Context: an optimization exercise on an open-source flow, tuned for a short achievable clock period and few clock cycles. The choices shown serve that exercise and are no tape-out recipe.
In this exercise RTL edits were held to simulation tests only and were not proved equivalent to the original.
Power figures rest on the tool's default switching activity, not on a simulated workload.

==> nickel <==
## day3_pack_sequencer
module day3_pack_sequencer #(
    parameter int unsigned NUM_UNITS      = 4,
    parameter int unsigned MAX_PACK       = 128,
    parameter int unsigned RESULT_LATENCY = 8
) (
    input  logic                      clock,
    input  logic                      reset,
    input  logic                      in_valid,
    input  logic [7:0]                in_data,
    input  logic                      in_eof,
    output logic                      in_ready,
    output logic                      init,
    output logic                      stream_en,
    output logic [4*NUM_UNITS-1:0]    next_battery,
    output logic [8*NUM_UNITS-1:0]    battery_pack_size,
    output logic                      batch_done,
    output logic                      finished,
    output logic                      overflow
);
export LEC_CHECK = 0
export CAP_MARGIN = 20
export CORE_MARGIN = 2
export CORE_UTILIZATION = 70
export CTS_CLUSTER_DIAMETER = 60
export CTS_CLUSTER_SIZE = 30
export PLACE_DENSITY = 0.8
export SETUP_SLACK_MARGIN = 4.0
export SLEW_MARGIN = 20
create_clock -name core_clock -period 6.0 [get_ports {clock}]
standard.sh (not shown) runs the stock make flow with config.mk's settings and CLKGATE_MAP_FILE= SYNTH_SCRIPT=/design/flow/synth_recipe.tcl, a recipe that flattens the netlist after the stock synthesis.
==> flow/flow/run.sh <==
#!/bin/bash
# Standard layout, except that the resizer may change a cell's footprint
# (so flip-flops and port buffers can be upsized when repairing setup).
set -euo pipefail
cd "$(dirname "$0")/.."
bash standard.sh synth > synth.log 2>&1
bash standard.sh MATCH_CELL_FOOTPRINT=0 finish > layout.log 2>&1
==> onyx (differences from nickel) <==
--- a/flow/design.v
+++ b/flow/design.v
@@ -15,14 +15,14 @@
     output logic [8*NUM_UNITS-1:0]    battery_pack_size,
     output logic                      batch_done,
     output logic                      finished,
     output logic                      overflow
 );
     localparam int unsigned LW = (NUM_UNITS > 1) ? $clog2(NUM_UNITS) : 1;
-    localparam int unsigned LO = 16;                  
-    localparam int unsigned HI = MAX_PACK / LO;       
+    localparam int unsigned GS = 8;                   
+    localparam int unsigned NG = MAX_PACK / GS;       
     localparam int unsigned DW = $clog2(RESULT_LATENCY + 1);
     logic                  in_ready_q;
     logic [7:0]            cnt_q;         
     logic [LW-1:0]         lane_q;
     logic                  eof_q;
     logic                  overflow_q;
@@ -76,57 +76,49 @@
             close1_q   <= close_now;
             lane1_q    <= lane_q;
             size1_q    <= cnt_after;
             bc1_q      <= bc_now;
         end
     end
-    logic [LO-1:0]                     wlo_q;       
-    logic [HI-1:0]                     whi_q;       
+    logic [MAX_PACK-1:0]               wptr_q;      
     logic [NUM_UNITS-1:0][7:0]         fill_q;      
     logic [NUM_UNITS-1:0][7:0]         merged;
     logic [NUM_UNITS-1:0][7:0]         pend_size_q;
     logic [NUM_UNITS-1:0][MAX_PACK-1:0][3:0] mem_q;
     always_comb begin
         for (int l = 0; l < NUM_UNITS; l++)
             merged[l] = (close1_q && lane1_q == LW'(l)) ? size1_q : fill_q[l];
     end
     always_ff @(posedge clock or posedge reset) begin
         if (reset) begin
-            wlo_q       <= LO'(1);
-            whi_q       <= HI'(1);
+            wptr_q      <= MAX_PACK'(1);
             fill_q      <= '0;
             pend_size_q <= '0;
         end else begin
-            if (close1_q) begin
-                wlo_q <= LO'(1);
-                whi_q <= HI'(1);
-            end else if (|we1_q) begin
-                wlo_q <= {wlo_q[LO-2:0], wlo_q[LO-1]};
-                if (wlo_q[LO-1]) whi_q <= {whi_q[HI-2:0], 1'b0};
-            end
+            if (close1_q)       wptr_q <= MAX_PACK'(1);
+            else if (|we1_q)    wptr_q <= {wptr_q[MAX_PACK-2:0], 1'b0};
             if (bc1_q)          fill_q <= '0;
             else                fill_q <= merged;
             if (bc1_q && !(start && !pend_q)) pend_size_q <= merged;
         end
     end
     always_ff @(posedge clock) begin
         for (int l = 0; l < NUM_UNITS; l++)
             for (int i = 0; i < MAX_PACK; i++)
-                if (we1_q[l] && whi_q[i/LO] && wlo_q[i%LO]) mem_q[l][i] <= val1_q;
+                if (we1_q[l] && wptr_q[i]) mem_q[l][i] <= val1_q;
     end
     localparam logic [1:0] S_IDLE   = 2'd0;
     localparam logic [1:0] S_STREAM = 2'd1;
     localparam logic [1:0] S_DRAIN  = 2'd2;
     logic [1:0]                        st_q;
     logic [DW-1:0]                     dcnt_q;
     logic [NUM_UNITS-1:0][7:0]         rem_q;
-    logic [LO-1:0]                     rlo_q;       
-    logic [HI-1:0]                     rhi_q, rhia_q;  
+    logic [MAX_PACK-1:0]               rptr_q;      
     logic [NUM_UNITS-1:0]              act;
     logic                              any_act;
-    logic [NUM_UNITS-1:0][HI-1:0][3:0] rda_q;
+    logic [NUM_UNITS-1:0][NG-1:0][3:0] rda_q;
     logic                              va_q, vb_q;
     logic [NUM_UNITS-1:0]              ma_q, mb_q;
     logic [NUM_UNITS-1:0][3:0]         rdb_q;
     logic                              init_q, stream_en_q, batch_done_q, finished_q;
     logic [NUM_UNITS-1:0][3:0]         nb_q;
     logic [NUM_UNITS-1:0][7:0]         pack_size_q;
@@ -144,15 +136,13 @@
         if (reset) begin
             st_q         <= S_IDLE;
             idle_q       <= 1'b1;
             pend_q       <= 1'b0;
             dcnt_q       <= '0;
             rem_q        <= '0;
-            rlo_q        <= LO'(1);
-            rhi_q        <= HI'(1);
-            rhia_q       <= '0;
+            rptr_q       <= MAX_PACK'(1);
             va_q         <= 1'b0;
             vb_q         <= 1'b0;
             ma_q         <= '0;
             mb_q         <= '0;
             init_q       <= 1'b0;
             stream_en_q  <= 1'b0;
@@ -161,54 +151,51 @@
             nb_q         <= '0;
             pack_size_q  <= '0;
         end else begin
             idle_q       <= idle_d;
             pend_q       <= pend_d;
             init_q       <= start;
-            pack_size_q  <= pend_q ? pend_size_q : merged;
             batch_done_q <= last_done;
             finished_q   <= finished_q | fin_set;
             va_q         <= 1'b0;
             ma_q         <= '0;
             if (start) begin
                 st_q        <= S_STREAM;
                 rem_q       <= pend_q ? pend_size_q : merged;
-                rlo_q       <= LO'(1);
-                rhi_q       <= HI'(1);
+                pack_size_q <= pend_q ? pend_size_q : merged;
+                rptr_q      <= MAX_PACK'(1);
             end else if (st_q == S_STREAM) begin
-                rlo_q <= {rlo_q[LO-2:0], rlo_q[LO-1]};
-                if (rlo_q[LO-1]) rhi_q <= {rhi_q[HI-2:0], 1'b0};
+                rptr_q <= {rptr_q[MAX_PACK-2:0], 1'b0};
                 for (int l = 0; l < NUM_UNITS; l++) rem_q[l] <= rem_q[l] - 8'(act[l]);
                 va_q   <= any_act;
                 ma_q   <= act;
                 if (!any_act) begin
                     st_q   <= S_DRAIN;
                     dcnt_q <= '0;
                 end
             end else if (st_q == S_DRAIN) begin
                 dcnt_q <= dcnt_q + DW'(1);
                 if (last_done) st_q <= S_IDLE;
             end
-            rhia_q      <= rhi_q;
             vb_q        <= va_q;
             mb_q        <= ma_q;
             stream_en_q <= vb_q;
             for (int l = 0; l < NUM_UNITS; l++)
                 nb_q[l] <= (vb_q && mb_q[l]) ? rdb_q[l] : 4'd0;
         end
     end
-    logic [NUM_UNITS-1:0][HI-1:0][3:0] rda_d;
+    logic [NUM_UNITS-1:0][NG-1:0][3:0] rda_d;
     logic [NUM_UNITS-1:0][3:0]         rdb_d;
     always_comb begin
         for (int l = 0; l < NUM_UNITS; l++) begin
             rdb_d[l] = '0;
-            for (int g = 0; g < HI; g++) begin
+            for (int g = 0; g < NG; g++) begin
                 rda_d[l][g] = '0;
-                for (int j = 0; j < LO; j++)
-                    rda_d[l][g] = rda_d[l][g] | (mem_q[l][g*LO+j] & {4{rlo_q[j]}});
-                rdb_d[l] = rdb_d[l] | (rda_q[l][g] & {4{rhia_q[g]}});
+                for (int j = 0; j < GS; j++)
+                    rda_d[l][g] = rda_d[l][g] | (mem_q[l][g*GS+j] & {4{rptr_q[g*GS+j]}});
+                rdb_d[l] = rdb_d[l] | rda_q[l][g];
             end
         end
     end
     always_ff @(posedge clock) begin
         rda_q <= rda_d;
         rdb_q <= rdb_d;
==> flow/run.sh (new file) <==
#!/bin/bash
# synth_recipe.tcl (not shown) runs the flow's synth.tcl, then flattens the netlist and writes it again
# the make line also repeats each setting of config.mk as NAME=value (left out here)
make -C /OpenROAD-flow-scripts/flow DESIGN_CONFIG=/design/flow/config.mk WORK_HOME=/design/flow/orfs CLKGATE_MAP_FILE= SYNTH_SCRIPT=/design/flow/synth_recipe.tcl finish
==> flow/config.mk (replaced) <==
export PLATFORM = sky130hd
export DESIGN_NAME = day3_pack_sequencer
export DESIGN_NICKNAME = day3_pack_sequencer
export VERILOG_FILES = /design/flow/design.v
export SDC_FILE = /design/flow/constraint.sdc
export NUM_CORES = 4
export LEC_CHECK = 0
export CAP_MARGIN = 20
export CORE_MARGIN = 2
export CORE_UTILIZATION = 50
export PLACE_DENSITY = 0.65
export SETUP_SLACK_MARGIN = 3.5
export SLEW_MARGIN = 20
removed: flow/flow/run.sh
removed: flow/standard.sh
==> amber (differences from nickel) <==
--- a/flow/design.v
+++ b/flow/design.v
@@ -15,14 +15,14 @@
     output logic [8*NUM_UNITS-1:0]    battery_pack_size,
     output logic                      batch_done,
     output logic                      finished,
     output logic                      overflow
 );
     localparam int unsigned LW = (NUM_UNITS > 1) ? $clog2(NUM_UNITS) : 1;
-    localparam int unsigned LO = 16;                  
-    localparam int unsigned HI = MAX_PACK / LO;       
+    localparam int unsigned GS = 8;                   
+    localparam int unsigned NG = MAX_PACK / GS;       
     localparam int unsigned DW = $clog2(RESULT_LATENCY + 1);
     logic                  in_ready_q;
     logic [7:0]            cnt_q;         
     logic [LW-1:0]         lane_q;
     logic                  eof_q;
     logic                  overflow_q;
@@ -76,57 +76,49 @@
             close1_q   <= close_now;
             lane1_q    <= lane_q;
             size1_q    <= cnt_after;
             bc1_q      <= bc_now;
         end
     end
-    logic [LO-1:0]                     wlo_q;       
-    logic [HI-1:0]                     whi_q;       
+    logic [MAX_PACK-1:0]               wptr_q;      
     logic [NUM_UNITS-1:0][7:0]         fill_q;      
     logic [NUM_UNITS-1:0][7:0]         merged;
     logic [NUM_UNITS-1:0][7:0]         pend_size_q;
     logic [NUM_UNITS-1:0][MAX_PACK-1:0][3:0] mem_q;
     always_comb begin
         for (int l = 0; l < NUM_UNITS; l++)
             merged[l] = (close1_q && lane1_q == LW'(l)) ? size1_q : fill_q[l];
     end
     always_ff @(posedge clock or posedge reset) begin
         if (reset) begin
-            wlo_q       <= LO'(1);
-            whi_q       <= HI'(1);
+            wptr_q      <= MAX_PACK'(1);
             fill_q      <= '0;
             pend_size_q <= '0;
         end else begin
-            if (close1_q) begin
-                wlo_q <= LO'(1);
-                whi_q <= HI'(1);
-            end else if (|we1_q) begin
-                wlo_q <= {wlo_q[LO-2:0], wlo_q[LO-1]};
-                if (wlo_q[LO-1]) whi_q <= {whi_q[HI-2:0], 1'b0};
-            end
+            if (close1_q)       wptr_q <= MAX_PACK'(1);
+            else if (|we1_q)    wptr_q <= {wptr_q[MAX_PACK-2:0], 1'b0};
             if (bc1_q)          fill_q <= '0;
             else                fill_q <= merged;
             if (bc1_q && !(start && !pend_q)) pend_size_q <= merged;
         end
     end
     always_ff @(posedge clock) begin
         for (int l = 0; l < NUM_UNITS; l++)
             for (int i = 0; i < MAX_PACK; i++)
-                if (we1_q[l] && whi_q[i/LO] && wlo_q[i%LO]) mem_q[l][i] <= val1_q;
+                if (we1_q[l] && wptr_q[i]) mem_q[l][i] <= val1_q;
     end
     localparam logic [1:0] S_IDLE   = 2'd0;
     localparam logic [1:0] S_STREAM = 2'd1;
     localparam logic [1:0] S_DRAIN  = 2'd2;
     logic [1:0]                        st_q;
     logic [DW-1:0]                     dcnt_q;
     logic [NUM_UNITS-1:0][7:0]         rem_q;
-    logic [LO-1:0]                     rlo_q;       
-    logic [HI-1:0]                     rhi_q, rhia_q;  
+    logic [MAX_PACK-1:0]               rptr_q;      
     logic [NUM_UNITS-1:0]              act;
     logic                              any_act;
-    logic [NUM_UNITS-1:0][HI-1:0][3:0] rda_q;
+    logic [NUM_UNITS-1:0][NG-1:0][3:0] rda_q;
     logic                              va_q, vb_q;
     logic [NUM_UNITS-1:0]              ma_q, mb_q;
     logic [NUM_UNITS-1:0][3:0]         rdb_q;
     logic                              init_q, stream_en_q, batch_done_q, finished_q;
     logic [NUM_UNITS-1:0][3:0]         nb_q;
     logic [NUM_UNITS-1:0][7:0]         pack_size_q;
@@ -144,15 +136,13 @@
         if (reset) begin
             st_q         <= S_IDLE;
             idle_q       <= 1'b1;
             pend_q       <= 1'b0;
             dcnt_q       <= '0;
             rem_q        <= '0;
-            rlo_q        <= LO'(1);
-            rhi_q        <= HI'(1);
-            rhia_q       <= '0;
+            rptr_q       <= MAX_PACK'(1);
             va_q         <= 1'b0;
             vb_q         <= 1'b0;
             ma_q         <= '0;
             mb_q         <= '0;
             init_q       <= 1'b0;
             stream_en_q  <= 1'b0;
@@ -161,54 +151,51 @@
             nb_q         <= '0;
             pack_size_q  <= '0;
         end else begin
             idle_q       <= idle_d;
             pend_q       <= pend_d;
             init_q       <= start;
-            pack_size_q  <= pend_q ? pend_size_q : merged;
             batch_done_q <= last_done;
             finished_q   <= finished_q | fin_set;
             va_q         <= 1'b0;
             ma_q         <= '0;
             if (start) begin
                 st_q        <= S_STREAM;
                 rem_q       <= pend_q ? pend_size_q : merged;
-                rlo_q       <= LO'(1);
-                rhi_q       <= HI'(1);
+                pack_size_q <= pend_q ? pend_size_q : merged;
+                rptr_q      <= MAX_PACK'(1);
             end else if (st_q == S_STREAM) begin
-                rlo_q <= {rlo_q[LO-2:0], rlo_q[LO-1]};
-                if (rlo_q[LO-1]) rhi_q <= {rhi_q[HI-2:0], 1'b0};
+                rptr_q <= {rptr_q[MAX_PACK-2:0], 1'b0};
                 for (int l = 0; l < NUM_UNITS; l++) rem_q[l] <= rem_q[l] - 8'(act[l]);
                 va_q   <= any_act;
                 ma_q   <= act;
                 if (!any_act) begin
                     st_q   <= S_DRAIN;
                     dcnt_q <= '0;
                 end
             end else if (st_q == S_DRAIN) begin
                 dcnt_q <= dcnt_q + DW'(1);
                 if (last_done) st_q <= S_IDLE;
             end
-            rhia_q      <= rhi_q;
             vb_q        <= va_q;
             mb_q        <= ma_q;
             stream_en_q <= vb_q;
             for (int l = 0; l < NUM_UNITS; l++)
                 nb_q[l] <= (vb_q && mb_q[l]) ? rdb_q[l] : 4'd0;
         end
     end
-    logic [NUM_UNITS-1:0][HI-1:0][3:0] rda_d;
+    logic [NUM_UNITS-1:0][NG-1:0][3:0] rda_d;
     logic [NUM_UNITS-1:0][3:0]         rdb_d;
     always_comb begin
         for (int l = 0; l < NUM_UNITS; l++) begin
             rdb_d[l] = '0;
-            for (int g = 0; g < HI; g++) begin
+            for (int g = 0; g < NG; g++) begin
                 rda_d[l][g] = '0;
-                for (int j = 0; j < LO; j++)
-                    rda_d[l][g] = rda_d[l][g] | (mem_q[l][g*LO+j] & {4{rlo_q[j]}});
-                rdb_d[l] = rdb_d[l] | (rda_q[l][g] & {4{rhia_q[g]}});
+                for (int j = 0; j < GS; j++)
+                    rda_d[l][g] = rda_d[l][g] | (mem_q[l][g*GS+j] & {4{rptr_q[g*GS+j]}});
+                rdb_d[l] = rdb_d[l] | rda_q[l][g];
             end
         end
     end
     always_ff @(posedge clock) begin
         rda_q <= rda_d;
         rdb_q <= rdb_d;
==> flow/config.mk (replaced) <==
export PLATFORM = sky130hd
export DESIGN_NAME = day3_pack_sequencer
export DESIGN_NICKNAME = day3_pack_sequencer
export VERILOG_FILES = /design/flow/design.v
export SDC_FILE = /design/flow/constraint.sdc
export NUM_CORES = 4
export LEC_CHECK = 0
export CAP_MARGIN = 20
export CORE_MARGIN = 2
export CORE_UTILIZATION = 70
export PLACE_DENSITY = 0.8
export SETUP_SLACK_MARGIN = 3.5
export SLEW_MARGIN = 20
==> comparison <==
- Clock skew, lowest first: nickel, amber, onyx.
- The highest worst setup slack belongs to nickel, the lowest to onyx.
- The highest maximum frequency belongs to nickel, the lowest to onyx.
- Non-clock buffer count: amber < onyx < nickel.
- Clock power, highest first: onyx, amber, nickel.
- In synthesized area, onyx and amber do not differ.
- Of onyx and nickel, onyx has the higher total power (gap 28%, measured against nickel).
- The lowest wire length belongs to amber, the highest to nickel.
- Cell area, lowest first: nickel, amber, onyx.
- Sequential power is about the same in amber and onyx.
- amber passed the timing, DRC and antenna checks. onyx produced a clean layout. nickel finished clean.
==> figures <==
quantity                                                                            amber                      onyx                    nickel
Multi-input combinational cell count                                                 3040                      3040                      2305
Relative area of non-clock buffer cells in the final design                         1.17%                     1.32%                     3.11%
Nets@finish                                                                          6295                      6334                      5233
Avg Vias per Cell                                                                    6.93                      6.07                      7.82
Wl on met1                                                                       90300 um                 105000 um                  86300 um
Number of antenna cells inserted                                                        4                         2                        26
Clock tree skew after final layout                                                39.5 ps                   51.6 ps                   36.4 ps
Psw                                                                               7.51 mW                   7.81 mW                   6.54 mW
Placed cell count                                                                    7857                      8625                      6617
Run status                                                       timing/DRC/antenna clean  timing/DRC/antenna clean  timing/DRC/antenna clean
Non-Filler Cell Area, Final                                                  111000 sq um              113000 sq um               99200 sq um
Setup slack, reg-to-reg                                                           3560 ps                   3520 ps                   3860 ps
Standard cell with the maximum stage delay on the critical path  sky130_fd_sc_hd__dfrtp_2  sky130_fd_sc_hd__dfrtp_2  sky130_fd_sc_hd__dfrtp_1
Combined global-route utilization of all metal layers                               33.8%                     24.1%                     38.8%
Global-route met2 utilization                                                       53.6%                     37.9%                     58.1%
Crit path max fanout                                                                    2                         1                         1
Row count                                                                             138                       164                       131
Count of vias placed by the detailed router                                         57900                     55800                     54700
RePlAce Congestion                                                                  0.878                     0.848                     0.841
Endpoint arrival time on the critical path                                        1460 ps                   1590 ps                   1430 ps
Fmax                                                                            0.376 GHz                 0.359 GHz                 0.380 GHz
CLK BUF                                                                               402                       422                       160
Testbench counts of nickel, summed over its fixed seeds: cycles 33,399.
Testbench counts of onyx, summed over its fixed seeds: cycles 33,399.
Testbench counts of amber, summed over its fixed seeds: cycles 33,399.

-- separate check: timing with driven ports --
In the flow no input, the clock included, has a driving cell. The finished layouts below were timed again as built, in two steps. Step 1, drivers: a clkbuf_16 drives clock and a buf_2 each remaining input, both assumed. Step 2, shift: input delay + t, output delay - t, t = (earliest + latest rising clock arrival at the registers) / 2. This alone moves slack from input paths to output paths. Slacks: no drivers / after step 1 / after step 2; pairs: no drivers / after step 1.
run | t (ns) | slack for setup (ns) | hold WS [ns] | clock arrival spread, ns | worst data-port slew with drivers (ns)
nickel | 0.880 | 3.368 / 3.281 / 3.202 | 0.363 / 0.363 / 0.363 | 0.041 / 0.040 | 0.05
onyx | 1.009 | 3.211 / 3.117 / 2.858 | 0.355 / 0.355 / 0.355 | 0.062 / 0.062 | 0.04
amber | 0.953 | 3.340 / 3.267 / 2.757 | 0.353 / 0.353 / 0.353 | 0.055 / 0.055 | 0.05
After both steps every run listed still meets setup and hold. For amber, which loses most, drivers alone change the setup slack by -0.073 ns; drivers and shift together by -0.583 ns.
